What follows belongs to an exercise in optimizing a design on an open flow for small area and a short achievable clock period; a production flow would make more cautious choices.
At most, simulation tests tie the RTL to the original design; equivalence was not proved.

## old
## md_seq
module md_seq #(
    parameter int unsigned MUL_CYCLES = 5,
    parameter int unsigned DIV_CYCLES = 10
) (
    input  logic        clk,
    input  logic        rst_n,
    input  logic        start,
    input  logic [1:0]  op,
    input  logic [31:0] a,
    input  logic [31:0] b,
    input  logic        mthi,
    input  logic        mtlo,
    input  logic [31:0] wdata,
    input  logic        md_use_id,
    output logic        busy,
    output logic        stall_md,
    output logic [31:0] hi,
    output logic [31:0] lo
);
For scale: roughly 170 I/O pins.
Settings: LEC_CHECK=0, CAP_MARGIN=20, CORE_MARGIN=2, CORE_UTILIZATION=60, SLEW_MARGIN=20; clock period 105.0 ns.
standard.sh (not shown) runs the stock make flow with config.mk's settings and CLKGATE_MAP_FILE= SYNTH_SCRIPT=/design/flow/synth_recipe.tcl, a recipe that flattens the netlist after the stock synthesis.
==> flow/flow/run.sh <==
#!/bin/bash
# The standard layout (standard.sh) with four changes:
#  - the port buffers are the smallest buffer cell (buf_1);
#  - ABC maps for area: a copy of the ORFS scripts folder is used whose
#    abc_speed.script drops the delay-driven restructuring (&if -g, &synch2) and
#    lets &nf relax delay (-R 1000); everything else in the copy is unchanged;
#  - timing repair keeps a setup margin of 62.7 ns, which only the input-to-output
#    stall path falls short of, so that path gets buffered and sized;
#  - clock tree synthesis inserts no dummy load cells (its other options are the
#    standard flow's).
set -euo pipefail
rm -rf scripts_abc
cp -r "$FLOW_HOME/scripts" scripts_abc
printf '%s\n' '&get -n' '&st' '&syn2' '&dch -f' '&nf -R 1000' '&st' '&dch -f' \
    '&nf -R 1000' '&put' 'buffer -c' 'topo' 'stime -c' 'upsize -c' 'dnsize -c' \
    > scripts_abc/abc_speed.script
diff "$FLOW_HOME/scripts/abc_speed.script" scripts_abc/abc_speed.script > abc_script.diff || true
export SCRIPTS_DIR="$PWD/scripts_abc"
export BUFFER_PORTS_ARGS="-buffer_cell sky130_fd_sc_hd__buf_1"
export SETUP_SLACK_MARGIN=62.7
export CTS_ARGS="-sink_clustering_enable -repair_clock_nets -dont_use_dummy_load"
bash standard.sh > standard.log 2>&1
For new, these inputs were changed with respect to old:
- a change of CORE_UTILIZATION from 60 to 75
-- flow/flow/run.sh --
<<< old, line 7
#  - timing repair keeps a setup margin of 62.7 ns, which only the input-to-output
#    stall path falls short of, so that path gets buffered and sized;
#  - clock tree synthesis inserts no dummy load cells (its other options are the
#    standard flow's).
set -euo pipefail
rm -rf scripts_abc
>>> new, line 7
#  - timing repair keeps a setup margin of 62.7 ns, which only the input-to-output
#    stall path falls short of, so that path gets buffered and sized;
#  - clock tree synthesis inserts no dummy load cells, and builds the tree from a
#    clkbuf_16 root and clkbuf_8 sink buffers (sink clusters of at most 6 flip-flops
#    within 40 um).
set -euo pipefail
rm -rf scripts_abc
<<< old, line 19
export BUFFER_PORTS_ARGS="-buffer_cell sky130_fd_sc_hd__buf_1"
export SETUP_SLACK_MARGIN=62.7
export CTS_ARGS="-sink_clustering_enable -repair_clock_nets -dont_use_dummy_load"
bash standard.sh > standard.log 2>&1
>>> new, line 20
export BUFFER_PORTS_ARGS="-buffer_cell sky130_fd_sc_hd__buf_1"
export SETUP_SLACK_MARGIN=62.7
export CTS_ARGS="-sink_clustering_enable -repair_clock_nets -dont_use_dummy_load -buf_list sky130_fd_sc_hd__clkbuf_8 -root_buf sky130_fd_sc_hd__clkbuf_16 -sink_clustering_size 6 -sink_clustering_max_diameter 40"
bash standard.sh > standard.log 2>&1
### Flow results
NOTE DRC marker count from the first detailed-route iteration old->new increased by a little under 10%. Going from old to new, worst-case reg-to-reg path depth grew by about 0.9%; clock-buffer cell count saw little to no change. Taking old as the reference, in new later-pin clock latency in the skew report decreased 0.03 ns; final-layout fill cell count went down 36%. In new, the worst hold slack came out 0.0074 ns above the value in old.


== run 1 ==
md_seq, a different RTL version from the one above (not shown whole).
Size: roughly 1700 cells after synthesis, roughly 170 I/O pins, about 0.016 mm2 of cells after synthesis.
clock: 105.0 ns
lec_check: 0
cap_margin: 20
core_margin: 2
core_utilization: 60
slew_margin: 20
==> flow/flow/run.sh <==
#!/bin/bash
set -euo pipefail
export BUFFER_PORTS_ARGS="-buffer_cell sky130_fd_sc_hd__buf_1"
bash standard.sh > standard.log 2>&1
The final layout from run 1, which completed every stage, passed the timing, design-rule and antenna checks at the end of the flow.
#### Input delta (run 2 over run 1)
-- flow/flow/run.sh --
<<< run 1, line 4
>>> run 2, line 4
export SETUP_SLACK_MARGIN=62.7
==> summary.txt <==
Going from run 1 to run 2, the area growth from synthesis to layout was found to have gone up by 0.22 points.
Pin count of the biggest net entering global routing: run 2 vs run 1 identical
Comparing run 1 with run 2, the non-filler instance count after layout came out essentially unchanged.


The RTL this note starts from:
==> flow/design.v <==
module md_seq #(
    parameter int unsigned MUL_CYCLES = 5,
    parameter int unsigned DIV_CYCLES = 10
) (
    input  logic        clk,
    input  logic        rst_n,
    input  logic        start,
    input  logic [1:0]  op,
    input  logic [31:0] a,
    input  logic [31:0] b,
    input  logic        mthi,
    input  logic        mtlo,
    input  logic [31:0] wdata,
    input  logic        md_use_id,
    output logic        busy,
    output logic        stall_md,
    output logic [31:0] hi,
    output logic [31:0] lo
);
    localparam int W  = 41;   
    localparam int AW = 33;   
    function automatic logic [W-1:0] add_row(input logic [W-1:0] x, input logic [W-1:0] y,
                                             input logic ci, input int s, input int m,
                                             input int h, input int t);
        logic         c;
        logic         cl;
        logic         p;
        logic [W-1:0] hs;
        logic [W-1:0] r;
        r  = x;
        hs = '0;
        c  = ci;
        for (int i = 0; i < W; i++) begin
            if (i >= s && i <= m) begin
                r[i] = x[i] ^ y[i] ^ c;
                c    = (x[i] & y[i]) | (c & (x[i] ^ y[i]));
            end
        end
        cl = c;
        c  = 1'b0;
        for (int i = 0; i < W; i++) begin
            if (i > m && i <= h) begin
                hs[i] = x[i] ^ y[i] ^ c;
                c     = (x[i] & y[i]) | (c & (x[i] ^ y[i]));
            end
        end
        p = 1'b1;
        for (int i = 0; i < W; i++) begin
            if (i > m && i <= h) begin
                r[i] = hs[i] ^ (cl & p);
                p    = p & hs[i];
            end
        end
        c = c | (cl & p);
        for (int i = 0; i < W; i++) begin
            if (i > h && i <= t) begin
                r[i] = x[i] ^ y[i] ^ c;
                c    = (x[i] & y[i]) | (c & (x[i] ^ y[i]));
            end
        end
        add_row = r;
    endfunction
    function automatic logic [31:0] cdec(input logic [31:0] v, input logic n);
        logic any;
        logic [31:0] r;
        any = 1'b0;
        for (int i = 0; i < 32; i++) begin
            r[i] = v[i] ^ (n & ~any);
            any  = any | v[i];
        end
        cdec = r;
    endfunction
    function automatic logic [31:0] cneg(input logic [31:0] v, input logic n);
        logic any;
        logic [31:0] r;
        any = 1'b0;
        for (int i = 0; i < 32; i++) begin
            r[i] = v[i] ^ (n & any);
            any  = any | v[i];
        end
        cneg = r;
    endfunction
    function automatic logic [W-1:0] place(input logic [32:0] m, input int off);
        logic [W-1:0] r;
        for (int i = 0; i < W; i++) begin
            if (i < off)            r[i] = 1'b0;
            else if (i - off > 32)  r[i] = m[32];
            else                    r[i] = m[i-off];
        end
        place = r;
    endfunction
    logic        busy_r;
    logic [3:0]  cnt_r;
    logic        mul_r;      
    logic        sgn_r;      
    logic        xneg_r;     
    logic        pb_r;       
    logic [31:0] c_r;        
    logic [35:0] s_r;        
    logic [AW-1:0] acc_r;    
    logic [31:0] hi_r;
    logic [31:0] lo_r;
    logic        fin;
    logic        y_neg;      
    logic        qneg;       
    logic [32:0] cx;         
    logic        dz;
    logic [W-1:0] v   [0:4];    
    logic [W-1:0] pp  [0:3];
    logic         om  [0:3];    
    logic         tm  [0:3];    
    logic         dv  [0:3];    
    logic         ng  [0:3];    
    logic         ci  [0:3];    
    logic         sp  [0:3];    
    logic [31:0]  hi_res;
    logic [31:0]  lo_res;
    localparam int S0 = 0, M0 = 17, H0 = 35, T0 = 35;
    localparam int S1 = 2, M1 = 18, H1 = 34, T1 = 36;
    localparam int S2 = 1, M2 = 17, H2 = 33, T2 = 38;
    localparam int S3 = 0, M3 = 16, H3 = 40, T3 = 40;
    assign fin   = busy_r & (cnt_r == 4'd1);
    assign y_neg = sgn_r & c_r[31];
    assign qneg  = ~mul_r & (xneg_r ^ y_neg);
    assign cx    = {y_neg, c_r};
    assign dz    = (c_r == 32'd0);
    assign v[0] = {{(W-37){acc_r[AW-1]}}, acc_r, s_r[35:32]};
    always_comb begin
        for (int k = 0; k < 4; k++) begin
            logic [2:0] bb;
            bb    = {s_r[2*k+1], s_r[2*k], (k == 0) ? pb_r : s_r[2*k-1]};
            sp[k] = (k == 0) ? acc_r[AW-1] : v[k][36-k];
            om[k] = 1'b0;
            tm[k] = 1'b0;
            dv[k] = 1'b0;
            ng[k] = 1'b0;
            ci[k] = 1'b0;
            if (mul_r) begin
                if (fin) begin
                    if (k == 3) dv[k] = ~sgn_r & pb_r;
                end else begin
                    ng[k] = bb[2];
                    om[k] = bb[1] ^ bb[0];
                    tm[k] = (bb[2] & ~bb[1] & ~bb[0]) | (~bb[2] & bb[1] & bb[0]);
                end
            end else begin
                if (fin) begin
                    if (k == 2) begin
                        om[k] = acc_r[AW-1] ^ xneg_r;
                        ng[k] = om[k] & (y_neg ^ xneg_r);
                    end
                    if (k == 3) ci[k] = xneg_r;
                end else begin
                    dv[k] = 1'b1;
                    ng[k] = ~sp[k] ^ y_neg;
                end
            end
            ci[k] = ci[k] | ng[k];
            pp[k] = (({W{om[k]}} & place(cx, 2*k)) |
                     ({W{tm[k]}} & place(cx, 2*k+1)) |
                     ({W{dv[k]}} & place(cx, 3-k))) ^ {W{ng[k]}};
        end
        v[1] = add_row(v[0], pp[0], ci[0], S0, M0, H0, T0);
        for (int i = T0 + 1; i < W; i++) v[1][i] = v[1][T0];
        v[2] = add_row(v[1], pp[1], ci[1], S1, M1, H1, T1);
        for (int i = T1 + 1; i < W; i++) v[2][i] = v[2][T1];
        v[3] = add_row(v[2], pp[2], ci[2], S2, M2, H2, T2);
        for (int i = T2 + 1; i < W; i++) v[3][i] = v[3][T2];
        v[4] = add_row(v[3], pp[3], ci[3], S3, M3, H3, T3);
    end
    assign hi_res = mul_r ? v[4][31:0] : v[4][35:4];
    assign lo_res = cneg(s_r[31:0], qneg);
    assign busy     = busy_r;
    assign stall_md = md_use_id & (start | busy_r);
    assign hi       = hi_r;
    assign lo       = lo_r;
    always_ff @(posedge clk or negedge rst_n) begin
        if (!rst_n) begin
            busy_r <= 1'b0;
            hi_r   <= 32'd0;
            lo_r   <= 32'd0;
        end else begin
            if (busy_r) begin
                busy_r <= ~fin;
                if (fin && (mul_r || !dz)) begin
                    hi_r <= hi_res;
                    lo_r <= lo_res;
                end
            end else if (start) begin
                busy_r <= 1'b1;
            end else begin
                if (mthi) hi_r <= wdata;
                if (mtlo) lo_r <= wdata;
            end
        end
    end
    always_ff @(posedge clk) begin
        cnt_r <= busy_r ? cnt_r - 4'd1 : (op[1] ? 4'(DIV_CYCLES) : 4'(MUL_CYCLES));
        if (!busy_r) begin
            mul_r  <= ~op[1];
            sgn_r  <= ~op[0];
            xneg_r <= (op == 2'b10) & a[31];
            pb_r   <= 1'b0;
            c_r    <= b;
            s_r    <= {{4{(op == 2'b10) & a[31]}}, cdec(a, (op == 2'b10) & a[31])};
            acc_r  <= {AW{(op == 2'b10) & a[31]}};
        end else begin
            pb_r <= s_r[7];
            if (mul_r) begin
                acc_r <= {{4{v[4][40]}}, v[4][40:12]};
                s_r   <= {v[4][11:0], s_r[31:8]};
            end else begin
                acc_r <= v[4][32:0];
                s_r   <= {s_r[31:28] | {4{xneg_r & (cnt_r == 4'd2)}}, s_r[27:0],
                          v[1][35] ~^ xneg_r, v[2][34] ~^ xneg_r,
                          v[3][33] ~^ xneg_r, v[4][32] ~^ xneg_r};
            end
        end
    end
endmodule
export LEC_CHECK = 0
export CAP_MARGIN = 20
export CORE_MARGIN = 2
export CORE_UTILIZATION = 75
export SLEW_MARGIN = 20
create_clock -name core_clock -period 105.0 [get_ports {clk}]
==> flow/flow/run.sh <==
#!/bin/bash
# The standard layout (standard.sh) with three changes:
#  - the port buffers are the smallest buffer cell (buf_1);
#  - ABC's mapping may relax delay (&nf -R 100) to save area: a copy of the ORFS
#    scripts folder whose abc_speed.script differs only in that option is used;
#  - timing repair keeps a setup margin of 62.7 ns, which only the input-to-output
#    stall path falls short of, so that path gets buffered and sized.
set -euo pipefail
rm -rf scripts_abc
cp -r "$FLOW_HOME/scripts" scripts_abc
sed -i 's/^&nf$/\&nf -R 100/' scripts_abc/abc_speed.script
diff "$FLOW_HOME/scripts/abc_speed.script" scripts_abc/abc_speed.script > abc_script.diff || true
export SCRIPTS_DIR="$PWD/scripts_abc"
export BUFFER_PORTS_ARGS="-buffer_cell sky130_fd_sc_hd__buf_1"
export SETUP_SLACK_MARGIN=62.7
bash standard.sh > standard.log 2>&1
The first run finished clean.
Then changed:
CORE_UTILIZATION = 60   (was 75)
=> Via count falls by about 5%. Die area grows by 24%. Register-to-register slack improved by 0.04 ns. Fmax barely changes. Core utilization came out lower by 17 points. Global-route usage drops by 8.4 points. Synthesized area stays the same. Routed wire length came out higher by about 0.6%.


Another version of the RTL of md_seq (not shown whole).
Size in the first run: ~1600 cells after synthesis, about 170 flip-flops.
==> flow/config.mk <==
export PLATFORM = sky130hd
export DESIGN_NAME = md_seq
export DESIGN_NICKNAME = md_seq
export VERILOG_FILES = /design/flow/design.v
export SDC_FILE = /design/flow/constraint.sdc
export NUM_CORES = 4
export LEC_CHECK = 0
export CAP_MARGIN = 20
export CORE_MARGIN = 2
export CORE_UTILIZATION = 60
export SLEW_MARGIN = 20
==> flow/constraint.sdc <==
create_clock -name core_clock -period 105.0 [get_ports {clk}]
set_input_delay 21.0000 -clock core_clock [delete_from_list [all_inputs] [get_ports {clk}]]
set_output_delay 21.0000 -clock core_clock [all_outputs]
set_load 0.01 [all_outputs]
==> flow/flow/run.sh <==
#!/bin/bash
# The standard layout (standard.sh) with four changes:
#  - the port buffers are the smallest buffer cell (buf_1);
#  - ABC maps for area: a copy of the ORFS scripts folder is used whose
#    abc_speed.script drops the delay-driven restructuring (&if -g, &synch2) and
#    lets &nf relax delay (-R 1000); everything else in the copy is unchanged;
#  - timing repair keeps a setup margin of 62.7 ns, which only the input-to-output
#    stall path falls short of, so that path gets buffered and sized;
#  - clock tree synthesis inserts no dummy load cells (its other options are the
#    standard flow's).
set -euo pipefail
rm -rf scripts_abc
cp -r "$FLOW_HOME/scripts" scripts_abc
printf '%s\n' '&get -n' '&st' '&syn2' '&dch -f' '&nf -R 1000' '&st' '&dch -f' \
    '&nf -R 1000' '&put' 'buffer -c' 'topo' 'stime -c' 'upsize -c' 'dnsize -c' \
    > scripts_abc/abc_speed.script
diff "$FLOW_HOME/scripts/abc_speed.script" scripts_abc/abc_speed.script > abc_script.diff || true
export SCRIPTS_DIR="$PWD/scripts_abc"
export BUFFER_PORTS_ARGS="-buffer_cell sky130_fd_sc_hd__buf_1"
export SETUP_SLACK_MARGIN=62.7
export CTS_ARGS="-sink_clustering_enable -repair_clock_nets -dont_use_dummy_load -buf_list sky130_fd_sc_hd__clkbuf_8 -root_buf sky130_fd_sc_hd__clkbuf_16 -sink_clustering_size 6 -sink_clustering_max_diameter 40"
bash standard.sh > standard.log 2>&1
Rerun with:
- CORE_UTILIZATION: 60 -> 75
Fmax hardly moves.
Setup slack got worse by 0.031 ns.
Wire length went down by 0.84%.
Clock skew is about the same.
Non-clock buffer count is unchanged.
Die area went down by 20%.
Core utilization went up by 17 points.
Final area went down by 0.48%.


== north ==
Another version of the RTL of md_seq (not shown whole).
Size: about 1900 cells after synthesis, ~180 flip-flops.
Settings: LEC_CHECK=0, CAP_MARGIN=20, CORE_MARGIN=2, CORE_UTILIZATION=40, SLEW_MARGIN=20; clock period 105.0 ns.
==> flow/flow/run.sh <==
#!/bin/bash
set -euo pipefail
export BUFFER_PORTS_ARGS="-buffer_cell sky130_fd_sc_hd__buf_1"
bash standard.sh > standard.log 2>&1
[inputs] south vs north
Settings: CTS_BUF_LIST now sky130_fd_sc_hd__clkbuf_4 sky130_fd_sc_hd__clkbuf_8, previously not set.
==> summary.txt <==
- Going from north to south, first-pass GRT wire length now sits at about the same level; number of global-route vias before repair roughly the same; met1 wire length went down 1.0%.
Function was not checked in any run of this note: the RTL went through the layout flow alone.

[re-timing with driven ports]
How much do the figures lean on ideal ports? The routed layouts below were timed once more, with nothing changed but the port constraints.
Step 1 assumes that a clkbuf_16 drives the clock port and a buf_2 every other input.
Step 2 times the ports against the registers' clock, not the clock port: input delays grow and output delays shrink by t, the midpoint of the rising clock arrivals with the driver on.
Three values: ideal ports, drivers, drivers and shift; two values: the first two.
| run | shift t [ns] | slack for setup (ns) | clock arrival spread, ns |
|---|---|---|---|
| old | 0.470 | 62.612 / 62.590 / 62.590 | 0.046 / 0.046 |
| new | 0.433 | 62.624 / 62.593 / 62.593 | 0.042 / 0.041 |
| run 1 | 0.504 | 62.365 / 62.342 / 62.342 | 0.018 / 0.018 |
| run 2 | 0.502 | 62.628 / 62.590 / 62.590 | 0.018 / 0.017 |
| the first run of note 3 | 0.499 | 62.641 / 62.579 / 62.579 | 0.014 / 0.013 |
| the second run of note 3 | 0.508 | 62.635 / 62.594 / 62.594 | 0.023 / 0.023 |
| the first run of note 4 | 0.440 | 62.648 / 62.595 / 62.595 | 0.048 / 0.048 |
| the second run of note 4 | 0.435 | 62.617 / 62.572 / 62.572 | 0.050 / 0.050 |
| north | 0.557 | 62.249 / 62.226 / 62.226 | 0.021 / 0.021 |
| south | 0.629 | 62.256 / 62.234 / 62.234 | 0.028 / 0.029 |
After both steps every run listed still meets setup and hold. The setup slack of the first run of note 3, which loses most, moves by -0.062 ns with the drivers and by -0.062 ns with both steps.
